What follows belongs to an exercise in optimizing a design on an open flow for small area; a production flow would make more cautious choices. RTL that was checked went through simulation tests only; none was proved equivalent to the original. Only the layout flow was run in runs 3 and 4; the RTL was not checked for function there. Power figures rest on the tool's default switching activity, not on a simulated workload. The flow treats the clock pin as an ideal source, which a real chip does not have.

File: flow/run.sh
#!/bin/bash
# synth_recipe.tcl (not shown) runs the flow's synth.tcl, then flattens the netlist and writes it again
# the make line also repeats each setting of config.mk as NAME=value (left out here)
make -C /OpenROAD-flow-scripts/flow DESIGN_CONFIG=/design/flow/config.mk WORK_HOME=/design/flow/orfs CLKGATE_MAP_FILE= SYNTH_SCRIPT=/design/flow/synth_recipe.tcl finish
File: flow/config.mk
export PLATFORM = sky130hd
export DESIGN_NAME = dmx512_rx
export DESIGN_NICKNAME = dmx512_rx
export VERILOG_FILES = /design/flow/design.v
export SDC_FILE = /design/flow/constraint.sdc
export NUM_CORES = 8
export LEC_CHECK = 0
export CAP_MARGIN = 20
export CORE_MARGIN = 2
export CORE_UTILIZATION = 70
export CTS_CLUSTER_DIAMETER = 80
export CTS_CLUSTER_SIZE = 30
export SLEW_MARGIN = 20
export SYNTH_HIERARCHICAL = 1
export SYNTH_MEMORY_MAX_BITS = 8192
File: flow/constraint.sdc
create_clock -name core_clock -period 500.0 [get_ports {clk}]
set_input_delay 100.0000 -clock core_clock [delete_from_list [all_inputs] [get_ports {clk}]]
set_output_delay 100.0000 -clock core_clock [all_outputs]
set_load 0.01 [all_outputs]
File: flow/design.v
module dmx512_rx #(
  parameter int CLK_HZ = 2000000
) (
  input  logic       clk,
  input  logic       rst,
  input  logic       dmx_in,
  input  logic [9:0] read_addr,
  output logic [7:0] read_data,
  output logic [7:0] start_code,
  output logic [9:0] slot_count,
  output logic       packet_done,
  output logic       frame_err
);
  localparam logic [7:0] T_BREAK = 8'd177;
  localparam logic [7:0] T_MAB   = 8'd16;
  typedef enum logic [2:0] {IDLE, BREAK, MAB, FRAME, INTERSLOT} state_t;
  state_t      state, state_next;
  logic [1:0]  sync;
  logic        rx;
  logic [7:0]  timer, timer_next;
  logic [7:0]  shreg;
  logic [9:0]  slot_idx;
  logic        pending, commit;
  logic        shift_en, commit_set, ferr_set, done_brk, slot_clr;
  assign rx = sync[1];
  always_ff @(posedge clk) begin
    if (rst) begin
      state <= IDLE;
      timer <= 8'd0;
    end else begin
      state <= state_next;
      timer <= timer_next;
    end
  end
  wire       samp = (timer[2:0] == 3'd4);
  wire [3:0] bitn = timer[6:3];
  always_comb begin
    state_next = state;
    timer_next = timer + {7'd0, ~(timer[7] & timer[6])};   
    shift_en   = 1'b0;
    commit_set = 1'b0;
    ferr_set   = 1'b0;
    done_brk   = 1'b0;
    slot_clr   = 1'b0;
    unique case (state)
      IDLE: if (!rx) begin
        state_next = BREAK;
        timer_next = 8'd1;
      end
      BREAK: begin
        done_brk = (timer == T_BREAK) && pending;
        if (rx) begin
          state_next = (timer >= T_BREAK) ? MAB : IDLE;
          timer_next = 8'd0;
        end
      end
      MAB: if (!rx) begin
        state_next = (timer >= T_MAB) ? FRAME : IDLE;
        slot_clr   = (timer >= T_MAB);
        timer_next = 8'd0;
      end
      FRAME: if (samp) begin
        if (bitn == 4'd0) begin
          if (rx) begin
            state_next = IDLE;
            timer_next = 8'd0;
          end
        end else if (bitn <= 4'd8) begin
          shift_en = 1'b1;
        end else if (!rx) begin
          ferr_set   = 1'b1;
          state_next = BREAK;
        end else if (bitn[1]) begin
          commit_set = 1'b1;
          state_next = (slot_idx == 10'd512) ? IDLE : INTERSLOT;
        end
      end
      INTERSLOT: if (!rx) begin
        state_next = FRAME;
        timer_next = 8'd0;
      end
      default: state_next = IDLE;
    endcase
  end
  logic        clr;         
  logic        pend_v;
  logic [7:0]  pend_data;
  logic [5:0]  ph;          
  logic [8*512-1:0] st;     
  wire [8:0] pend_ch = slot_idx[8:0] - 9'd1;
  wire       pend_wr = pend_v && (ph == slot_idx[5:0]);
  always_ff @(posedge clk) begin
    if (rst) begin
      sync        <= 2'b11;
      slot_idx    <= 10'd0;
      pending     <= 1'b0;
      commit      <= 1'b0;
      start_code  <= 8'h00;
      slot_count  <= 10'd0;
      packet_done <= 1'b0;
      frame_err   <= 1'b0;
      clr         <= 1'b1;
      pend_v      <= 1'b0;
      ph          <= 6'd0;
    end else begin
      sync        <= {sync[0], dmx_in};
      frame_err   <= ferr_set;
      commit      <= commit_set;
      packet_done <= 1'b0;
      ph          <= ph + 6'd1;
      if (ph == 6'd63) clr <= 1'b0;
      if (slot_clr) slot_idx <= 10'd0;
      if (done_brk) begin
        packet_done <= 1'b1;
        slot_count  <= slot_idx;
        pending     <= 1'b0;
      end
      if (pend_wr) pend_v <= 1'b0;
      if (commit) begin
        if (slot_idx == 10'd0) start_code <= shreg;
        else                   pend_v <= 1'b1;
        slot_idx <= slot_idx + 10'd1;
        pending  <= 1'b1;
        if (slot_idx == 10'd512) begin
          packet_done <= 1'b1;
          slot_count  <= 10'd513;
          pending     <= 1'b0;
        end
      end
    end
  end
  always_ff @(posedge clk) begin
    if (shift_en) shreg <= {rx, shreg[7:1]};
    if (commit) pend_data <= shreg;
  end
  wire [7:0] wdata = clr ? 8'h00 : pend_data;
  for (genvar r = 0; r < 8; r++) begin : g_ring
    wire we = clr || (pend_wr && (pend_ch[8:6] == 3'(r)));
    always_ff @(posedge clk) begin
      st[8*(64*r) +: 8*62]  <= st[8*(64*r+1) +: 8*62];
      st[8*(64*r+62) +: 8]  <= we ? wdata : st[8*(64*r+63) +: 8];
      st[8*(64*r+63) +: 8]  <= st[8*(64*r) +: 8];
    end
  end
  wire [5:0] rpos  = read_addr[5:0] - ph;
  wire       rhit  = pend_v && (read_addr[8:0] == pend_ch);
  wire       rok   = (read_addr != 10'd0) && (read_addr <= 10'd512) && !clr;
  logic [63:0] psel;
  logic [7:0]  gsel;
  logic [7:0]  rring;
  always_comb begin
    for (int p = 0; p < 64; p++) psel[p] = (rpos == 6'(p));
    for (int r = 0; r < 8; r++)  gsel[r] = (read_addr[8:6] == 3'(r));
  end
  for (genvar b = 0; b < 8; b++) begin : g_rb
    logic [7:0] ro;
    for (genvar r = 0; r < 8; r++) begin : g_rr
      logic [63:0] d;
      logic [21:0] y;
      for (genvar p = 0; p < 64; p++) begin : g_d
        assign d[p] = st[8*(64*r+p) + b];
      end
      for (genvar g = 0; g < 21; g++) begin : g_leaf
        dmx512_rx_aoi3 u_aoi (.d(d[3*g +: 3]), .s(psel[3*g +: 3]), .y(y[g]));
      end
      assign y[21] = ~(d[63] & psel[63]);
      assign ro[r] = ~&y;
    end
    assign rring[b] = |(ro & gsel);
  end
  always_ff @(posedge clk) begin
    if (rst || !rok) read_data <= 8'h00;
    else             read_data <= rhit ? pend_data : rring;
  end
endmodule
module dmx512_rx_aoi3 (
  input  logic [2:0] d,
  input  logic [2:0] s,
  output logic       y
);
  assign y = ~|(d & s);
endmodule
==> flow_summary_export.csv, run 1 <==
group,metric,value,unit
final_layout,layoutNonFillerInstCount,8963,
setup_path,crit_type,"input port to flop",
route,wl_met1,118.2,mm
cts,cts_tree,"built",
cts,clockBufferDepth,3,
die,io_pins,41,
hold_path,holdPathEnd,"st[1420]",
cts,hold_buffers,0,
setup_path,endpoint_kind,"flop",
grt,first_global_vias,63930,
die,num_rows,141,
flow_run,cap_violations,0,
route,viasPerCell,7.305,
route,dr.first_iter.drc_count,12560,
setup_path,rr_startpoint,"ph[0]",
yosys,ys_seq_area_share,80.30,%
timing,final_hold_viol_count,0,
cts,clk_latency,0.82,ns
timing,setup_violations,0,
route,drt-total-wl,309.7,mm
place,post-place-cells,8772,
setup_path,reg2regPathDepth,18,
final_layout,fin_nets,7025,
yosys,netlist_area,104200,µm²
route,vias,65470,
yosys,synth_fp_nets,6727,
yosys,ys_top_cells_by_area,"dfxtp_1 80%, a222oi_1 13%, nand4_1 1.6%",
cts,ctsRootBufferMaster,"clkbuf_16",
final_layout,fill_cells,9185,
setup_path,rrSetupSlack,493.53,ns
timing,slew_headroom,17.30,%
setup_path,reg2reg_to,"read_data[6]",
timing,tightest_slew,1.241,ns
route,drc,0,
cts,htreeDepth,4,
status,status,"finished clean",
die,chipHeight,389.9,µm
final_layout,drive_above_1_share,5.967,%
timing,rsz0062_at_grt,"false",
timing,whs,0.3368,ns
cts,cts_resized,0,
route,first_pass_iters,14,
route,ant_nets,0,
route,routedWlPerCell,34.56,µm
cts,cts_setup_buffers,0,
timing,finClkSkew,0.02890,ns
setup_path,required,500.69,ns
yosys,synth_cell_types,57,
final_layout,syn_to_final_growth,8.297,%
yosys,yosys.area.top_type,"dfxtp_1",
grt,grt_max_degree,67,
cts,clock_sinks,4173,
die,initial_core_util,70.51,%
yosys,synth_seq_cells,4173,
route,met2RoutedLength,134.7,mm
timing,post-route-period-util,21.14,%
hold_path,min_path_cells,0,
die,dieArea,152000,µm²
pwr,power_density,4.402,nW/µm²
yosys,synth_top_cell_area_share,79.84,%
timing,maxSlewViolCount,0,
route,route.met3.wl,41.35,mm
grt,grtUsageTotal,39.86,%
yosys,synth_ff_type,"dfxtp_1",
grt,grt_pass1_wl,440.0,mm
die,core_area,147800,µm²
yosys,yosysWarnings,7,
setup_path,cp_slowest_stage_delay,0.81,ns
cts,cts-buffers-inserted,157,
timing,fin_crit,105.71,ns
setup_path,cp_cell_sequence,"clkdlybuf4s50_1, inv_1, ha_1, inv_1, fa_1, xor2_1, nor2_1, nand2_1, nor2_4, buf_4, buf_4, a222oi_1, nand4_1, nor4_1, nand4_1, a21oi_1, nor2_1, or4_1, nor4_1, a21oi_1",
grt,grt_remaining_overflow,0,
setup_path,cp.arrival,106.40,ns
cts,clk_pin_slew_worst_paths,0.11,ns
yosys,async_reset_ff_share,0,%
place,dp_hpwl,186.5,mm
place,port_buffers,40,
pwr,power,0.0004970,W
final_layout,final_util,76.36,%
setup_path,crit_path_max_fanout,40,
timing,tns,0,ns
timing,fmax,9.460,MHz
yosys,syn-mean-instance-area,15.55,µm²
pwr,ir_drop,0.003870,mV
hold_path,hp-start,"st[1428]",
yosys,synth-edff-count,16,
place,place_congestion,0.9253,
setup_path,start_kind,"input port",
grt,antenna_found_initial,17,
route,highest_layer,"met5",
die,die_w,389.9,µm
pwr,p_leak,40.68,nW
setup_path,crit_slowest_cell,"xor2_1",
hold_path,min_path_type,"flop to flop",
yosys,syn-instance-count,6703,
## where the power goes
| group | switching [W] | leakage (nW) | internal (W) | total [W] |
|---|---|---|---|---|
| clock network | 0.0000941 | 2.09 | 0.0000604 | 0.000154 |
| registers | 0.0000000998 | 33.6 | 0.000332 | 0.000333 |
| logic | 0.00000849 | 4.99 | 0.00000142 | 0.00000991 |
## per-stage QoR
step	worst slack, ns	area, µm²
2_1_floorplan	392.80	104200
3_3_place_gp	393.83	108600
3_5_place_dp	393.78	108600
4_1_cts	394.62	112900
5_1_grt	394.24	112900
6_report	394.29	112900
## state kept, by name, indices dropped and copies added, names as in the netlist
name         cells
state            3
pend_v           1
commit           1
slot_count      10
ph               6
frame_err        1
slot_idx        10
clr              1
timer            8
st            4096
pend_data        8
pending          1
packet_done      1
start_code       8
read_data        8
shreg            8
sync             2
## Yosys cell counts, types with 16 or more instances
cell type / count
a21oi_1: 79
a222oi_1: 1344
and4_1: 52
clkbuf_1: 38
dfxtp_1: 4157
edfxtp_1: 16
mux2i_1: 79
nand2_1: 44
nand3_1: 83
nand4_1: 263
nor2_1: 246
nor4_1: 77
o21ai_0: 19
or4_1: 20
xnor2_1: 17
xor2_1: 20
## kinds of logic (layout without fill, tap and decap cells)
| group | Yosys count | count (layout) | share of synthesized area (%) |
|---|---|---|---|
| AND/OR/NAND/NOR | 848 | 848 | 4.464 |
| flip-flops | 4173 | 4173 | 80.30 |
| adder cells (fa/ha/maj) | 11 | 11 | 0.1392 |
| other | 0 | 11 | 0 |
| XOR/XNOR | 38 | 38 | 0.3265 |
| AO/OA/AOI/OAI | 1482 | 1482 | 13.72 |
| buffers and inverters | 72 | 391 | 0.2917 |
| multiplexers | 79 | 79 | 0.7586 |
## Yosys stat by module, one instance, submodules excluded
module | times used | area (µm²) | flip-flops and latches
dmx512_rx | 1 | 90780 | 4173
dmx512_rx_aoi3 | 1344 | 10.01 | 0
## how the worst max path moves through the flow
stage	start	end	slack [ns]	cells past startpoint
6_report	read_addr[0]	read_data[6]	394.29	20
5_1_grt	read_addr[0]	read_data[6]	394.24	20
4_1_cts	read_addr[0]	read_data[6]	394.62	20
3_5_place_dp	read_addr[0]	read_data[6]	393.78	20
3_3_place_gp	read_addr[0]	read_data[4]	393.83	19
2_1_floorplan	read_addr[0]	read_data[7]	392.80	17
## routing by layer
| metal | vias to the layer above | GRT usage [%] |
|---|---|---|
| met3 | 833 | 10.51 |
| met1 | 32650 | 54.63 |
| met4 | 16 | 18.00 |
| met2 | 4387 | 59.86 |
| li1 | 27590 | - |
| met5 | - | 0 |
## placed cells by master, fill, tap and decap left out, drive strengths merged, types with 10 or more instances in the layout
cell type      Yosys  final
inv               15     19
nand3             83     83
and4              52     52
edfxtp            16     16
nand4            263    263
nor4              78     78
xnor2             18     18
a222oi          1344   1344
a2111oi           11     11
dfxtp           4157   4157
diode              0     11
mux2i             79     79
o21ai             22     22
or4               20     20
ha                10     10
xor2              20     20
nand2             44     44
buf               19    156
a21oi             79     79
clkdlybuf4s50      0     40
clkbuf            38    168
nor3              17     17
nor2             251    251
## cell type report
cell class	instances	area, µm²	area share, %
Clock inverter	12	153.9	0.1363
Clock buffer	168	4098	3.630
Tap cell	1930	2415	2.139
Sequential cell	4173	83700	74.15
Multi-Input combinational cell	2458	20710	18.34
Inverter	15	56.30	0.04988
Timing Repair Buffer	196	1722	1.525
Antenna cell	11	27.53	0.02438
## critical path: cells and delay by family
kind / cells / cell delay [ns]
xor gates and xnor gates: 1 / 0.81
buffers and inverters: 5 / 1.30
AOI/OAI and AO/OA: 3 / 0.89
adders and majority gates: 2 / 0.66
and+or+nand+nor: 9 / 2.71
==> run 2, diff against run 1 <==
==> flow/flow/run.sh (new file) <==
#!/bin/bash
set -uo pipefail
export CTS_ARGS="-sink_clustering_enable -repair_clock_nets -dont_use_dummy_load -sink_clustering_size 30 -sink_clustering_max_diameter 80"
export BUFFER_PORTS_ARGS="-buffer_cell sky130_fd_sc_hd__buf_1"
bash standard.sh > standard.log 2>&1
==> flow/standard.sh (new file) <==
#!/bin/bash
# synth_recipe.tcl (not shown) runs the flow's synth.tcl, then flattens the netlist and writes it again
# the make line also repeats each setting of config.mk as NAME=value (left out here)
make -C /OpenROAD-flow-scripts/flow DESIGN_CONFIG=/design/flow/config.mk WORK_HOME=/design/flow/orfs CLKGATE_MAP_FILE= SYNTH_SCRIPT=/design/flow/synth_recipe.tcl "${@:-finish}"
--- a/flow/config.mk
+++ b/flow/config.mk
@@ -8,5 +8,5 @@
 export CAP_MARGIN = 20
 export CORE_MARGIN = 2
-export CORE_UTILIZATION = 70
+export CORE_UTILIZATION = 80
 export CTS_CLUSTER_DIAMETER = 80
 export CTS_CLUSTER_SIZE = 30
removed: flow/run.sh
==> run 2 against run 1 <==
Against the previous run: clock skew grew 0.036 ns; cell area shrank 0.66%; area after synthesis is the same; core utilization grew 10 points; clock power is essentially flat; flip-flop and latch count is the same; global-route usage grew 7.9 points; register-to-register slack lost 0.35 ns; still clean; die area shrank 12%; wire length grew 4.3%; largest power group unchanged; worst hold slack lost 0.033 ns.
==> flow_summary_export.csv, run 2 <==
group,metric,value,unit
status,status,"finished clean",
hold_path,holdPathEnd,"st[1145]",
final_layout,fill_cells,5998,
die,chipHeight,365.0,µm
setup_path,crit_slowest_cell,"a2111oi_0",
route,first_pass_iters,17,
route,routedWlPerCell,36.81,µm
timing,final_hold_viol_count,0,
hold_path,min_path_cells,0,
yosys,synth_cell_types,57,
grt,grt_max_degree,42,
setup_path,reg2reg_to,"read_data[5]",
yosys,ys_top_cells_by_area,"dfxtp_1 80%, a222oi_1 13%, nand4_1 1.6%",
route,vias,67710,
yosys,synth_top_cell_area_share,79.84,%
final_layout,reg_top3,"st (4096), slot_count (10), slot_idx (10)",
cts,hold_buffers,0,
setup_path,cp.arrival,106.44,ns
route,drt-total-wl,323.2,mm
setup_path,cp_cell_sequence,"buf_1, inv_1, ha_1, inv_1, fa_1, xor2_1, nor2_1, nand2_1, nor2_4, buf_4, buf_4, a222oi_1, nand4_1, or4_1, a2111oi_0, o21ai_0, nor3_1, and3_1, nor2_1",
final_layout,design_area,112100,µm²
setup_path,rr_startpoint,"ph[0]",
place,placed_area,108100,µm²
route,met2RoutedLength,139.2,mm
yosys,syn-mean-instance-area,15.55,µm²
timing,setup_violations,0,
timing,fmax,9.458,MHz
timing,slew_headroom,18.88,%
setup_path,path_depth,19,
cts,clockBufferDepth,3,
route,highest_layer,"met5",
route,ant_nets,0,
timing,tns,0,ns
yosys,post-synth-top-count-cell,"dfxtp_1",
timing,fin_crit,105.73,ns
final_layout,regMostFlops,"st",
yosys,async_reset_ff_share,0,%
cts,cts-buffers-inserted,158,
pwr,p_leak,40.52,nW
setup_path,cp_slowest_stage_delay,0.83,ns
timing,rsz0062_at_grt,"false",
setup_path,critPathLaunch,"read_addr[0]",
final_layout,final_common_cell,"dfxtp_1",
flow_run,cap_violations,0,
timing,post-route-period-util,21.15,%
cts,clk_pin_slew_worst_paths,0.10,ns
yosys,synth_seq_cells,4173,
setup_path,rrSetupSlack,493.18,ns
cts,cts_tree,"built",
final_layout,final_cell_mix,"4156 x dfxtp_1, 1344 x a222oi_1, 263 x nand4_1, 191 x nor2_1, 167 x buf_4",
yosys,yosys.area.top_type,"dfxtp_1",
yosys,synth_ff_type,"dfxtp_1",
setup_path,reg2regPathDepth,17,
yosys,ys_seq_area_share,80.30,%
grt,antenna_found_initial,23,
grt,grt_remaining_overflow,0,
setup_path,endpoint_kind,"flop",
die,num_rows,132,
cts,cts_setup_buffers,0,
timing,tightest_slew,1.217,ns
yosys,syn-instance-count,6703,
setup_path,critPathBufInv,5,
setup_path,crit_path_max_fanout,35,
final_layout,multiInputGateArea,20710,µm²
setup_path,start_kind,"input port",
die,dieArea,133200,µm²
final_layout,drive_above_1_share,5.986,%
route,wl_met1,110.7,mm
yosys,synth-edff-count,16,
pwr,ir_drop,0.003940,mV
die,io_pins,41,
grt,grtUsageTotal,47.76,%
place,port_buffers,40,
final_layout,seq_area,83700,µm²
setup_path,crit_family,"simple AND/OR/NAND/NOR gates",
final_layout,fin_nets,7042,
yosys,yosysWarnings,7,
cts,ctsRootBufferMaster,"clkbuf_16",
yosys,synth_common_cells,"4157 x dfxtp_1, 1344 x a222oi_1, 263 x nand4_1, 246 x nor2_1, 83 x nand3_1",
hold_path,min_path_type,"flop to flop",
cts,clk_latency,0.85,ns
setup_path,crit_type,"input port to flop",
route,dr.first_iter.drc_count,14850,
grt,grt_pass1_wl,458.7,mm
cts,cts_resized,0,
die,initial_core_util,80.50,%
timing,finClkSkew,0.06508,ns
final_layout,largest_register_ffs,4096,
place,dp_hpwl,200.1,mm
final_layout,syn_to_final_growth,7.582,%
hold_path,hp-start,"st[1153]",
setup_path,required,500.72,ns
die,core_area,129500,µm²
grt,first_global_vias,67490,
final_layout,final_util,86.60,%
cts,htreeDepth,4,
place,place_congestion,0.9437,
route,route.met3.wl,48.44,mm
pwr,power_density,4.395,nW/µm²
route,drc,0,
timing,maxSlewViolCount,0,
cts,clock_sinks,4173,
die,die_w,365.0,µm
yosys,synth_fp_nets,6727,
route,viasPerCell,7.712,
yosys,netlist_area,104200,µm²
## run 2: through the flow
| step | power, W | setup slack (ns) | hold WS (ns) | cells |
|---|---|---|---|---|
| floorplan | 0.0003435 | 392.80 | 0.3305 | 6703 |
| global placement | 0.0003489 | 393.82 | 0.3313 | 8598 |
| detailed placement | 0.0003490 | 393.83 | 0.3350 | 8598 |
| CTS | 0.0004909 | 394.73 | 0.3098 | 8756 |
| global route | 0.0005026 | 394.41 | 0.3008 | 8758 |
| finish | 0.0004929 | 394.27 | 0.3043 | 8780 |
## run 2: cell type report
type,instances,share of cell area [%]
Timing Repair Buffer,212,1.317
Clock buffer,158,3.526
Multi-Input combinational cell,2458,18.47
Inverter,15,0.05021
Tap cell,1742,1.944
Antenna cell,22,0.04909
Sequential cell,4173,74.64
## run 2: per-module statistics from Yosys (local to each module, per instance)
module	cell area [µm²]	cells
dmx512_rx	90780	5359
dmx512_rx_aoi3	10.01	1
## run 2: worst max-delay path by stage
stage | endpoint | slack (ns)
after global routing | read_data[5] | 394.41
after global placement | read_data[4] | 393.82
after floorplan | read_data[7] | 392.80
final | read_data[5] | 394.27
after detailed placement | read_data[5] | 393.83
after CTS | read_data[5] | 394.73
## run 2: logic make-up (layout without fill, tap and decap cells)
kind of cell	Yosys count	count (layout)	share of synthesized area [%]
mux	79	79	0.7586
flops	4173	4173	80.30
compound gates	1482	1482	13.72
fa+ha+maj	11	11	0.1392
xor+xnor	38	38	0.3265
buf+inv	72	385	0.2917
simple gates	848	848	4.464
other cells	0	22	0
## run 2: metal layers
metal,track usage [%],vias up
li1,-,27650
met3,16.11,1397
met5,0,-
met2,70.23,5606
met4,31.96,28
met1,60.35,33030
## run 2: report_power, final
group	switching [W]	total (W)	internal, W
clock network	0.0000935	0.000151	0.0000572
registers	0.0000000987	0.000333	0.000332
logic	0.00000828	0.00000962	0.00000134
total	0.000102	0.000493	0.000391
==> run 3, diff against run 2 <==
--- a/flow/design.v
+++ b/flow/design.v
@@ -83,14 +83,15 @@
     endcase
   end
-  logic        clr;         
+  logic [9:0]  hwm;         
   logic        pend_v;
+  logic [8:0]  pend_key;    
   logic [7:0]  pend_data;
   logic [5:0]  ph;          
   logic [8*512-1:0] st;     
-  wire [8:0] pend_ch = slot_idx[8:0] - 9'd1;
-  wire       pend_wr = pend_v && (ph == slot_idx[5:0]);
+  wire pend_wr = pend_v && (ph == pend_key[5:0]);
   always_ff @(posedge clk) begin
     if (rst) begin
       sync        <= 2'b11;
+      shreg       <= 8'h00;
       slot_idx    <= 10'd0;
       pending     <= 1'b0;
@@ -100,5 +101,5 @@
       packet_done <= 1'b0;
       frame_err   <= 1'b0;
-      clr         <= 1'b1;
+      hwm         <= 10'd0;
       pend_v      <= 1'b0;
       ph          <= 6'd0;
@@ -109,5 +110,5 @@
       packet_done <= 1'b0;
       ph          <= ph + 6'd1;
-      if (ph == 6'd63) clr <= 1'b0;
+      if (shift_en) shreg <= {rx, shreg[7:1]};
       if (slot_clr) slot_idx <= 10'd0;
       if (done_brk) begin
@@ -119,5 +120,8 @@
       if (commit) begin
         if (slot_idx == 10'd0) start_code <= shreg;
-        else                   pend_v <= 1'b1;
+        else begin
+          pend_v <= 1'b1;
+          if (slot_idx > hwm) hwm <= slot_idx;
+        end
         slot_idx <= slot_idx + 10'd1;
         pending  <= 1'b1;
@@ -131,19 +135,19 @@
   end
   always_ff @(posedge clk) begin
-    if (shift_en) shreg <= {rx, shreg[7:1]};
-    if (commit) pend_data <= shreg;
+    if (commit) begin
+      pend_key  <= slot_idx[8:0];
+      pend_data <= shreg;
+    end
   end
-  wire [7:0] wdata = clr ? 8'h00 : pend_data;
   for (genvar r = 0; r < 8; r++) begin : g_ring
-    wire we = clr || (pend_wr && (pend_ch[8:6] == 3'(r)));
+    wire we = pend_wr && (pend_key[8:6] == 3'(r));
     always_ff @(posedge clk) begin
-      st[8*(64*r) +: 8*62]  <= st[8*(64*r+1) +: 8*62];
-      st[8*(64*r+62) +: 8]  <= we ? wdata : st[8*(64*r+63) +: 8];
-      st[8*(64*r+63) +: 8]  <= st[8*(64*r) +: 8];
+      st[8*(64*r) +: 8*63] <= st[8*(64*r+1) +: 8*63];
+      st[8*(64*r+63) +: 8]  <= we ? pend_data : st[8*(64*r) +: 8];
     end
   end
   wire [5:0] rpos  = read_addr[5:0] - ph;
-  wire       rhit  = pend_v && (read_addr[8:0] == pend_ch);
-  wire       rok   = (read_addr != 10'd0) && (read_addr <= 10'd512) && !clr;
+  wire       rhit  = pend_v && (read_addr[8:0] == pend_key);
+  wire       rok   = (read_addr != 10'd0) && (read_addr <= hwm);
   logic [63:0] psel;
   logic [7:0]  gsel;
==> flow/run.sh (new file) <==
#!/bin/bash
# synth_recipe.tcl (not shown) runs the flow's synth.tcl, then flattens the netlist and writes it again
# the make line also repeats each setting of config.mk as NAME=value (left out here)
make -C /OpenROAD-flow-scripts/flow DESIGN_CONFIG=/design/flow/config.mk WORK_HOME=/design/flow/orfs CLKGATE_MAP_FILE= SYNTH_SCRIPT=/design/flow/synth_recipe.tcl finish
--- a/flow/config.mk
+++ b/flow/config.mk
@@ -8,5 +8,5 @@
 export CAP_MARGIN = 20
 export CORE_MARGIN = 2
-export CORE_UTILIZATION = 80
+export CORE_UTILIZATION = 70
 export CTS_CLUSTER_DIAMETER = 80
 export CTS_CLUSTER_SIZE = 30
removed: flow/flow/run.sh
removed: flow/standard.sh
==> run 3 against run 2 <==
Against the previous run: wire length fell by 5.6%; core utilization shrank 10 points; count of clock-buffer cells in the layout is 10 higher; cell area increased by 1.4%; register-to-register slack improved by 0.09 ns; sequential power barely moved; cell count rose by 2.4%; total power grew 1.0%; worst hold slack better by 0.034 ns; critical path type unchanged; critical endpoint unchanged.
==> flow_summary_export.csv, run 3 <==
group,metric,value,unit
setup_path,cp.arrival,106.71,ns
final_layout,final_cell_mix,"4174 x dfxtp_1, 1344 x a222oi_1, 267 x nand4_1, 163 x clkbuf_16, 139 x buf_4",
grt,grt_pass1_wl,436.6,mm
setup_path,required,500.67,ns
setup_path,crit_slowest_cell,"a2111oi_0",
grt,grt_remaining_overflow,0,
final_layout,layoutNonFillerInstCount,8988,
route,drt-total-wl,305.2,mm
yosys,netlist_area,104900,µm²
place,place_congestion,0.9010,
timing,tightest_slew,1.263,ns
yosys,synth_top_family_by_area,"compound AO/OA/AOI/OAI gates",
hold_path,min_path_type,"flop to flop",
setup_path,cp_cell_sequence,"clkdlybuf4s50_1, inv_1, ha_1, inv_1, fa_1, xnor2_1, nor2_1, nand2_1, nor2_4, buf_4, buf_4, a222oi_1, nand4_1, or4_1, a2111oi_0, o22ai_1, nor4_1, a211oi_1",
route,first_pass_iters,13,
yosys,synth_compound_area_share,13.72,%
cts,cts_tree,"built",
timing,setup_violations,0,
timing,fin_crit,106.04,ns
pwr,power_density,4.381,nW/µm²
die,num_rows,142,
yosys,ys_top_cells_by_area,"dfxtp_1 80%, a222oi_1 13%, nand4_1 1.6%",
yosys,syn-mean-instance-area,15.67,µm²
timing,rsz0062_at_grt,"false",
yosys,synth_common_cells,"4174 x dfxtp_1, 1344 x a222oi_1, 267 x nand4_1, 184 x nor2_1, 84 x nand3_1",
grt,grt_max_degree,65,
setup_path,reg2reg_to,"read_data[5]",
status,status,"finished clean",
grt,first_global_vias,64090,
yosys,synth_ff_type,"dfxtp_1",
timing,post-route-period-util,21.21,%
timing,maxSlewViolCount,0,
final_layout,fin_nets,7052,
cts,clk_pin_slew_worst_paths,0.11,ns
cts,cts_resized,0,
setup_path,crit_type,"input port to flop",
yosys,synth-edff-count,17,
grt,antenna_found_initial,15,
setup_path,start_kind,"input port",
route,vias,65120,
final_layout,largest_register_ffs,4096,
final_layout,regMostFlops,"st",
setup_path,rrSetupSlack,493.27,ns
yosys,synth_xor_area_share,0.2827,%
hold_path,min_path_cells,0,
die,die_w,391.1,µm
cts,ctsRootBufferMaster,"clkbuf_16",
pwr,power,0.0004980,W
pwr,ir_drop,0.003845,mV
yosys,post-synth-top-count-cell,"dfxtp_1",
yosys,synth_simple_gate_area_share,4.162,%
cts,cts_setup_buffers,0,
setup_path,crit_path_max_fanout,23,
flow_run,cap_violations,0,
final_layout,final_common_cell,"dfxtp_1",
route,dr.first_iter.drc_count,12610,
yosys,ys_seq_area_share,80.16,%
cts,cts-buffers-inserted,158,
die,initial_core_util,70.27,%
yosys,synth_fp_nets,6736,
setup_path,rr_startpoint,"ph[0]",
yosys,synth_fa_ha_area_share,0.3770,%
yosys,yosysWarnings,7,
die,chipHeight,391.1,µm
yosys,syn-instance-count,6692,
pwr,p_leak,41.38,nW
route,drc,0,
route,ant_nets,0,
yosys,synthMuxAreaShare,1.031,%
timing,finClkSkew,0.03512,ns
timing,fmax,9.431,MHz
timing,tns,0,ns
yosys,async_reset_ff_share,0,%
timing,final_hold_viol_count,0,
hold_path,holdPathEnd,"st[638]",
grt,grtUsageTotal,39.24,%
final_layout,design_area,113700,µm²
cts,htreeDepth,4,
die,dieArea,152900,µm²
setup_path,reg2regPathDepth,16,
die,core_area,149200,µm²
route,viasPerCell,7.245,
yosys,yosys.area.top_type,"dfxtp_1",
cts,hold_buffers,0,
setup_path,endpoint_kind,"flop",
yosys,synth_seq_cells,4191,
cts,clockBufferDepth,3,
final_layout,syn_to_final_growth,8.381,%
place,placed_area,109300,µm²
die,io_pins,41,
yosys,synth_cell_types,58,
final_layout,drive_above_1_share,6.732,%
hold_path,hp-start,"st[646]",
setup_path,cp_slowest_stage_delay,1.10,ns
yosys,synth_top_cell_area_share,79.67,%
route,routedWlPerCell,33.96,µm
cts,clk_latency,0.85,ns
place,port_buffers,40,
place,dp_hpwl,184.2,mm
place,post-place-cells,8788,
cts,clock_sinks,4191,
timing,slew_headroom,13.65,%
## run 3: cell types whose count changed in the layout (fill, tap and decap cells not counted), moves of 11 or more
cell             change
clkdlybuf4s50_1     +39
mux2i_1             -43
buf_1               -40
mux2_2              +64
ha_1                +20
dfxtp_1             +18
buf_4               -28
inv_1               +11
nor2_1              -63
## run 3: layout make-up
class | instances | area, µm²
flip-flops and latches | 4191 | 84070
fillers | 9294 | 35580
multi-input cells | 2434 | 21000
clock buffers | 168 | 4108
well taps | 1944 | 2432
repair buffers | 197 | 1799
clock inverters | 10 | 110.1
inverters | 26 | 97.59
diodes | 18 | 45.04
## run 3: metal layers
layer  vias up  wire length [µm]  share of wire, %  global-route usage [%]
met2      4184            131800                43                   58.05
met4        14             14210               4.7                   16.98
li1      27700                 -                 -                       -
met5         -               208             0.068                       0
met1     32440            118900                39                   54.57
met3       784             40070                13                   10.69
## run 3: per-module statistics from Yosys, one instance, submodules excluded
module	area, µm²	times used	cells inside
dmx512_rx	91420	1	5348
dmx512_rx_aoi3	10.01	1344	1
## run 3: worst max path at each step
| stage | from | endpoint | slack, ns | depth (start not counted) |
|---|---|---|---|---|
| floorplan | read_addr[0] | read_data[0] | 392.81 | 17 |
| global placement | read_addr[0] | read_data[3] | 393.58 | 18 |
| detailed placement | read_addr[0] | read_data[5] | 393.41 | 18 |
| CTS | read_addr[0] | read_data[4] | 394.20 | 18 |
| global route | read_addr[0] | read_data[5] | 393.93 | 17 |
| finish | read_addr[0] | read_data[5] | 393.96 | 18 |
## run 3: power breakdown
group	total (W)	switching [W]	internal (W)
sequential	0.000334	0.000000176	0.000334
clock	0.000154	0.0000945	0.0000596
combinational	0.00000982	0.00000826	0.00000155
total	0.000498	0.000103	0.000395
## run 3: critical path, delay by kind of cell
kind                     cells  cell delay, ns
buffers and inverters        5            1.28
AO/OA/AOI/OAI                4            1.78
XOR/XNOR                     1            0.87
AND/OR/NAND/NOR              6            2.03
adder cells (fa/ha/maj)      2            0.67
## run 3: through the flow
stage	hold WS (ns)	worst slack [ns]	utilization, %
after floorplan	0.3269	392.81	-
after global placement	0.3311	393.58	73.21
after detailed placement	0.3345	393.41	73.25
after CTS	0.3376	394.20	76.07
after global routing	0.3453	393.93	76.14
final	0.3381	393.96	76.16
## run 3: kinds of logic (layout without fill, tap and decap cells)
logic type / Yosys count / after routing
compound gates: 1495 / 1495
simple gates: 775 / 775
fa+ha+maj: 31 / 31
flops: 4191 / 4191
mux: 100 / 100
other cells: 0 / 18
buf+inv: 67 / 401
xor+xnor: 33 / 33
==> run 4, diff against run 3 <==
==> flow/design.v (replaced) <==
module dmx512_rx #(
  parameter int CLK_HZ = 2000000
) (
  input  logic       clk,
  input  logic       rst,
  input  logic       dmx_in,
  input  logic [9:0] read_addr,
  output logic [7:0] read_data,
  output logic [7:0] start_code,
  output logic [9:0] slot_count,
  output logic       packet_done,
  output logic       frame_err
);
  localparam int          CPU     = CLK_HZ / 1000000;
  localparam logic [12:0] T_BREAK = 13'(88 * CPU);
  localparam logic [12:0] T_MAB   = 13'(8 * CPU);
  localparam logic [12:0] T_BIT   = 13'(4 * CPU);
  localparam logic [12:0] T_HALF  = 13'(2 * CPU);
  localparam logic [12:0] T_PRE1  = T_HALF + 13'd9 * T_BIT;
  localparam logic [12:0] T_PRE2  = T_PRE1 + T_BIT;
  typedef enum logic [2:0] {IDLE, BREAK, MAB, START, DATA, STOP, INTERSLOT} state_t;
  state_t      state, state_next;
  logic [1:0]  sync;
  logic        rx;
  logic [12:0] timer, timer_next;
  logic [2:0]  bit_cnt, bit_next;
  logic [7:0]  shreg;
  logic [9:0]  slot_idx;
  logic        pending, commit, wr_ok;
  logic        shift_en, commit_set, ferr_set, done_brk, slot_clr;
  logic [8*513-1:0] mem;   
  assign rx = sync[1];
  always_ff @(posedge clk) begin
    if (rst) begin
      state   <= IDLE;
      timer   <= 13'd0;
      bit_cnt <= 3'd0;
    end else begin
      state   <= state_next;
      timer   <= timer_next;
      bit_cnt <= bit_next;
    end
  end
  always_comb begin
    state_next = state;
    timer_next = (timer == 13'h1FFF) ? timer : timer + 13'd1;
    bit_next   = bit_cnt;
    shift_en   = 1'b0;
    commit_set = 1'b0;
    ferr_set   = 1'b0;
    done_brk   = 1'b0;
    slot_clr   = 1'b0;
    unique case (state)
      IDLE: if (!rx) begin
        state_next = BREAK;
        timer_next = 13'd0;
      end
      BREAK: begin
        done_brk = (timer == T_BREAK) && pending;
        if (rx) begin
          state_next = (timer >= T_BREAK) ? MAB : IDLE;
          timer_next = 13'd0;
        end
      end
      MAB: if (!rx) begin
        state_next = (timer >= T_MAB) ? START : IDLE;
        slot_clr   = (timer >= T_MAB);
        timer_next = 13'd0;
      end
      START: if (timer == T_HALF) begin
        state_next = rx ? IDLE : DATA;
        timer_next = 13'd0;
        bit_next   = 3'd0;
      end
      DATA: if (timer == T_BIT - 13'd1) begin
        timer_next = 13'd0;
        shift_en   = 1'b1;
        bit_next   = bit_cnt + 3'd1;
        if (bit_cnt == 3'd7) begin
          state_next = STOP;
          bit_next   = 3'd0;
        end
      end
      STOP: if (timer == T_BIT - 13'd1) begin
        timer_next = 13'd0;
        if (!rx) begin
          ferr_set   = 1'b1;
          state_next = BREAK;
          timer_next = bit_cnt[0] ? T_PRE2 : T_PRE1;
        end else if (bit_cnt[0]) begin
          commit_set = 1'b1;
          state_next = (slot_idx == 10'd512) ? IDLE : INTERSLOT;
        end else begin
          bit_next = 3'd1;
        end
      end
      INTERSLOT: if (!rx) begin
        state_next = START;
        timer_next = 13'd0;
      end
      default: state_next = IDLE;
    endcase
  end
  assign wr_ok = 1'b1;
  always_ff @(posedge clk) begin
    if (rst) begin
      sync        <= 2'b11;
      shreg       <= 8'h00;
      slot_idx    <= 10'd0;
      pending     <= 1'b0;
      commit      <= 1'b0;
      start_code  <= 8'h00;
      slot_count  <= 10'd0;
      packet_done <= 1'b0;
      frame_err   <= 1'b0;
      read_data   <= 8'h00;
    end else begin
      sync        <= {sync[0], dmx_in};
      frame_err   <= ferr_set;
      commit      <= commit_set;
      packet_done <= 1'b0;
      if (shift_en) shreg <= {rx, shreg[7:1]};
      if (slot_clr) slot_idx <= 10'd0;
      if (done_brk) begin
        packet_done <= 1'b1;
        slot_count  <= slot_idx;
        pending     <= 1'b0;
      end
      if (commit) begin
        if (slot_idx == 10'd0) start_code <= shreg;
        slot_idx <= slot_idx + 10'd1;
        pending  <= 1'b1;
        if (slot_idx == 10'd512) begin
          packet_done <= 1'b1;
          slot_count  <= 10'd513;
          pending     <= 1'b0;
        end
      end
      if (read_addr != 10'd0 && read_addr <= 10'd512) read_data <= mem[8*read_addr +: 8];
      else read_data <= 8'h00;
    end
  end
  assign mem[7:0] = 8'h00;
  for (genvar c = 1; c <= 512; c++) begin : g_ch
    always_ff @(posedge clk) begin
      if (rst) mem[8*c +: 8] <= 8'h00;
      else if (commit && slot_idx == 10'(c) && wr_ok) mem[8*c +: 8] <= shreg;
    end
  end
endmodule
--- a/flow/config.mk
+++ b/flow/config.mk
@@ -8,8 +8,5 @@
 export CAP_MARGIN = 20
 export CORE_MARGIN = 2
-export CORE_UTILIZATION = 70
-export CTS_CLUSTER_DIAMETER = 80
-export CTS_CLUSTER_SIZE = 30
+export CORE_UTILIZATION = 40
 export SLEW_MARGIN = 20
-export SYNTH_HIERARCHICAL = 1
 export SYNTH_MEMORY_MAX_BITS = 8192
==> run 4 against run 3 <==
Against the previous run: global-route usage shrank 9.0 points; first-iteration DRC count grew 77%; maximum frequency decreased by 0.53%; non-clock buffer count increased by 207; combinational power rose to 2.8 times the previous value; synthesized cell count grew to 3.3 times the previous value; die area rose to 3.0 times the previous value; wire length grew 130%; count of clock-buffer cells in the layout up 447; clock skew is 0.0089 ns higher; area after synthesis increased by 71%.
==> flow_summary_export.csv, run 4 <==
group,metric,value,unit
final_layout,largest_register_ffs,4096,
flow_run,cap_violations,0,
final_layout,regMostFlops,"mem",
yosys,syn-instance-count,22000,
grt,antenna_found_initial,60,
final_layout,final_common_cell,"nand2_1",
place,dp_hpwl,429.8,mm
cts,cts-buffers-inserted,422,
route,viasPerCell,5.905,
grt,grt_remaining_overflow,0,
timing,fin_crit,106.60,ns
grt,grt_max_degree,206,
pwr,power,0.0006997,W
yosys,synth_cell_types,80,
setup_path,cp_slowest_stage_delay,0.87,ns
setup_path,worst_path_most_repeated_cell,"buf_4",
setup_path,start_kind,"input port",
pwr,p_leak,61.27,nW
setup_path,crit_type,"input port to flop",
yosys,synth_common_cells,"8955 x nand2_1, 4292 x a21oi_1, 4165 x dfxtp_1, 1184 x clkbuf_1, 785 x mux4_2",
yosys,async_reset_ff_share,0,%
yosys,synth-edff-count,0,
final_layout,fin_nets,21340,
yosys,synth_ff_type,"dfxtp_1",
grt,grtUsageTotal,30.25,%
yosys,yosysWarnings,1,
status,status,"finished clean",
setup_path,cp_cell_sequence,"buf_16, buf_4, buf_4, buf_4, buf_4, buf_4, mux4_1, mux2i_1, o21ai_0, a2111oi_0, buf_4, a311oi_2, a2111oi_1, buf_4, a311oi_1",
final_layout,fill_cells,43630,
timing,tightest_slew,1.264,ns
route,drc,0,
route,routedWlPerCell,25.82,µm
cts,hold_buffers,0,
die,chipHeight,673.0,µm
route,vias,163300,
setup_path,required,500.85,ns
pwr,power_density,3.529,nW/µm²
timing,maxSlewViolCount,0,
timing,post-route-period-util,21.32,%
pwr,ir_drop,0.003002,mV
yosys,synth_fp_nets,22030,
grt,grt_pass1_wl,1033,mm
route,drt-total-wl,714.0,mm
final_layout,drive_above_1_share,9.366,%
timing,fmax,9.381,MHz
die,num_rows,245,
timing,slew_headroom,15.19,%
cts,cts_resized,0,
cts,cts_setup_buffers,0,
place,place_congestion,0.9092,
grt,first_global_vias,150200,
cts,clockBufferDepth,4,
cts,clk_pin_slew_worst_paths,0.06,ns
cts,cts_tree,"built",
yosys,yosys.area.top_type,"dfxtp_1",
final_layout,final_cell_mix,"8919 x nand2_1, 4292 x a21oi_1, 4157 x dfxtp_1, 785 x mux4_2, 686 x nor2_1",
final_layout,final_util,44.51,%
cts,clock_sinks,4165,
yosys,synth_seq_cells,4165,
cts,ctsRootBufferMaster,"clkbuf_16",
route,ant_nets,0,
hold_path,min_path_type,"flop to flop",
cts,htreeDepth,5,
setup_path,crit_path_max_fanout,79,
die,die_w,673.0,µm
final_layout,syn_to_final_growth,10.76,%
yosys,netlist_area,179000,µm²
yosys,syn-mean-instance-area,8.135,µm²
yosys,post-synth-top-count-cell,"nand2_1",
die,core_area,445400,µm²
setup_path,critPathBufInv,8,
setup_path,cp.arrival,107.45,ns
cts,clk_latency,1.02,ns
timing,finClkSkew,0.04406,ns
place,port_buffers,40,
timing,tns,0,ns
setup_path,crit_family,"buffers and inverters",
die,initial_core_util,40.19,%
setup_path,crit_slowest_cell,"a2111oi_1",
yosys,ys_top_cells_by_area,"dfxtp_1 47%, nand2_1 19%, a21oi_1 12%",
yosys,ys_seq_area_share,46.58,%
route,first_pass_iters,9,
timing,setup_violations,0,
die,io_pins,41,
yosys,synth_top_cell_area_share,46.58,%
route,dr.first_iter.drc_count,22330,
setup_path,endpoint_kind,"flop",
timing,final_hold_viol_count,0,
timing,rsz0062_at_grt,"false",
die,dieArea,452900,µm²
final_layout,reg_top3,"mem (4096), timer (13)",
==> run 4: cell types whose count changed in the layout (fill, tap and decap cells not counted), sizes merged, moves of 252 or more <==
| cell | previous run | this run |
|---|---|---|
| a222oi | 1344 | 3 |
| mux4 | 0 | 802 |
| mux2i | 36 | 549 |
| nand2 | 41 | 8955 |
| clkbuf | 168 | 617 |
| nor2 | 184 | 719 |
| a21oi | 72 | 4292 |
| nand4 | 267 | 15 |
==> run 4: final timing paths <==
kind	endpoint	from	slack [ns]	cells past startpoint
worst min-delay path	mem[2904]	mem[2904]	0.45	2
worst max register to register	mem[3535]	shreg[7]	495.46	6
worst max-delay path	read_data[3]	read_addr[0]	393.40	15
worst min register to register	mem[2904]	mem[2904]	0.45	2
==> run 4: cell type report <==
class / instances / area, µm² / share of cell area [%]
flip-flops and latches: 4165 / 83410 / 42.07
well taps: 5928 / 7417 / 3.741
clock inverters: 168 / 2207 / 1.113
clock buffers: 615 / 12500 / 6.304
diodes: 54 / 135.1 / 0.06816
inverters: 19 / 88.84 / 0.04481
multi-input cells: 16300 / 89090 / 44.94
repair buffers: 404 / 3413 / 1.722
==> run 4: power breakdown <==
part	internal [W]	switching, W	leakage, nW
clock	0.000198	0.000143	7.26
sequential	0.000332	0.000000264	33.5
combinational	0.00000625	0.0000209	20.5
==> run 4: worst reg2reg max path, stage by stage, from the launching register on <==
cell     delay, ns
dfxtp_4       0.74
buf_4         0.74
buf_4         0.80
buf_4         0.95
buf_4         0.92
nand2_1       0.15
a21oi_1       0.15
==> run 4: layer usage <==
layer  vias up  wire, µm  GRT usage, %
met5         -       243       0.05315
met4        36     43180         17.46
met3      1851     84770         7.326
met2      9640    305400         44.66
met1     78540    280500         40.30
li1      73250         -             -
==> run 4: through the flow <==
| stage | hold slack (ns) | setup WS [ns] | cells | instance area (µm²) |
|---|---|---|---|---|
| after floorplan | 0.3895 | 397.74 | 22000 | 179000 |
| after CTS | 0.4514 | 393.45 | 27600 | 198100 |
| final | 0.4497 | 393.40 | 27660 | 198300 |
| after global placement | 0.4366 | 392.45 | 26820 | 183300 |
| after global routing | 0.4615 | 393.08 | 27620 | 198200 |
| after detailed placement | 0.4433 | 392.42 | 26820 | 183400 |
==> run 4: cells by family after synthesis <==
family                     count (synthesis)  share of synthesized area, %
AOI/OAI and AO/OA                       4999                         14.95
xor gates and xnor gates                   9                       0.04403
adders and majority gates                  8                       0.05592
buffers and inverters                   1536                         3.926
DFF                                     4165                         46.58
muxes                                   1377                         13.36
and+or+nand+nor                         9910                         21.08

-- separate check: timing with driven ports --
In the flow no input, the clock included, has a driving cell. The finished layouts below were timed again as built, in two steps.
Step 1 (the two cells are an assumption about what drives the block):
set clk [get_ports {clk}]
set_driving_cell -lib_cell sky130_fd_sc_hd__clkbuf_16 $clk
set_driving_cell -lib_cell sky130_fd_sc_hd__buf_2 [delete_from_list [all_inputs] $clk]
Step 2 adds t to the input delays and takes it off the output delays; t is the mean of the earliest and latest rising clock arrival at the registers after step 1. Input paths then give back, and output paths get back, about the clock's delay inside the block.
Slacks: ideal / step 1 / step 2; pairs: ideal / step 1.
run	shift t [ns]	setup WS [ns]	hold slack, ns	worst data-port slew with drivers (ns)
run 1	0.903	394.291 / 394.353 / 393.449	0.337 / 0.337 / 0.337	0.07
run 2	0.906	394.274 / 394.336 / 393.430	0.304 / 0.304 / 0.304	0.03
run 3	0.918	393.964 / 394.023 / 393.105	0.338 / 0.338 / 0.338	0.05
run 4	1.123	393.400 / 393.391 / 392.269	0.450 / 0.450 / 0.450	0.18
After both steps every run listed still meets setup and hold. For run 4, which loses most, drivers alone change the setup slack by -0.009 ns; drivers and shift together by -1.131 ns.
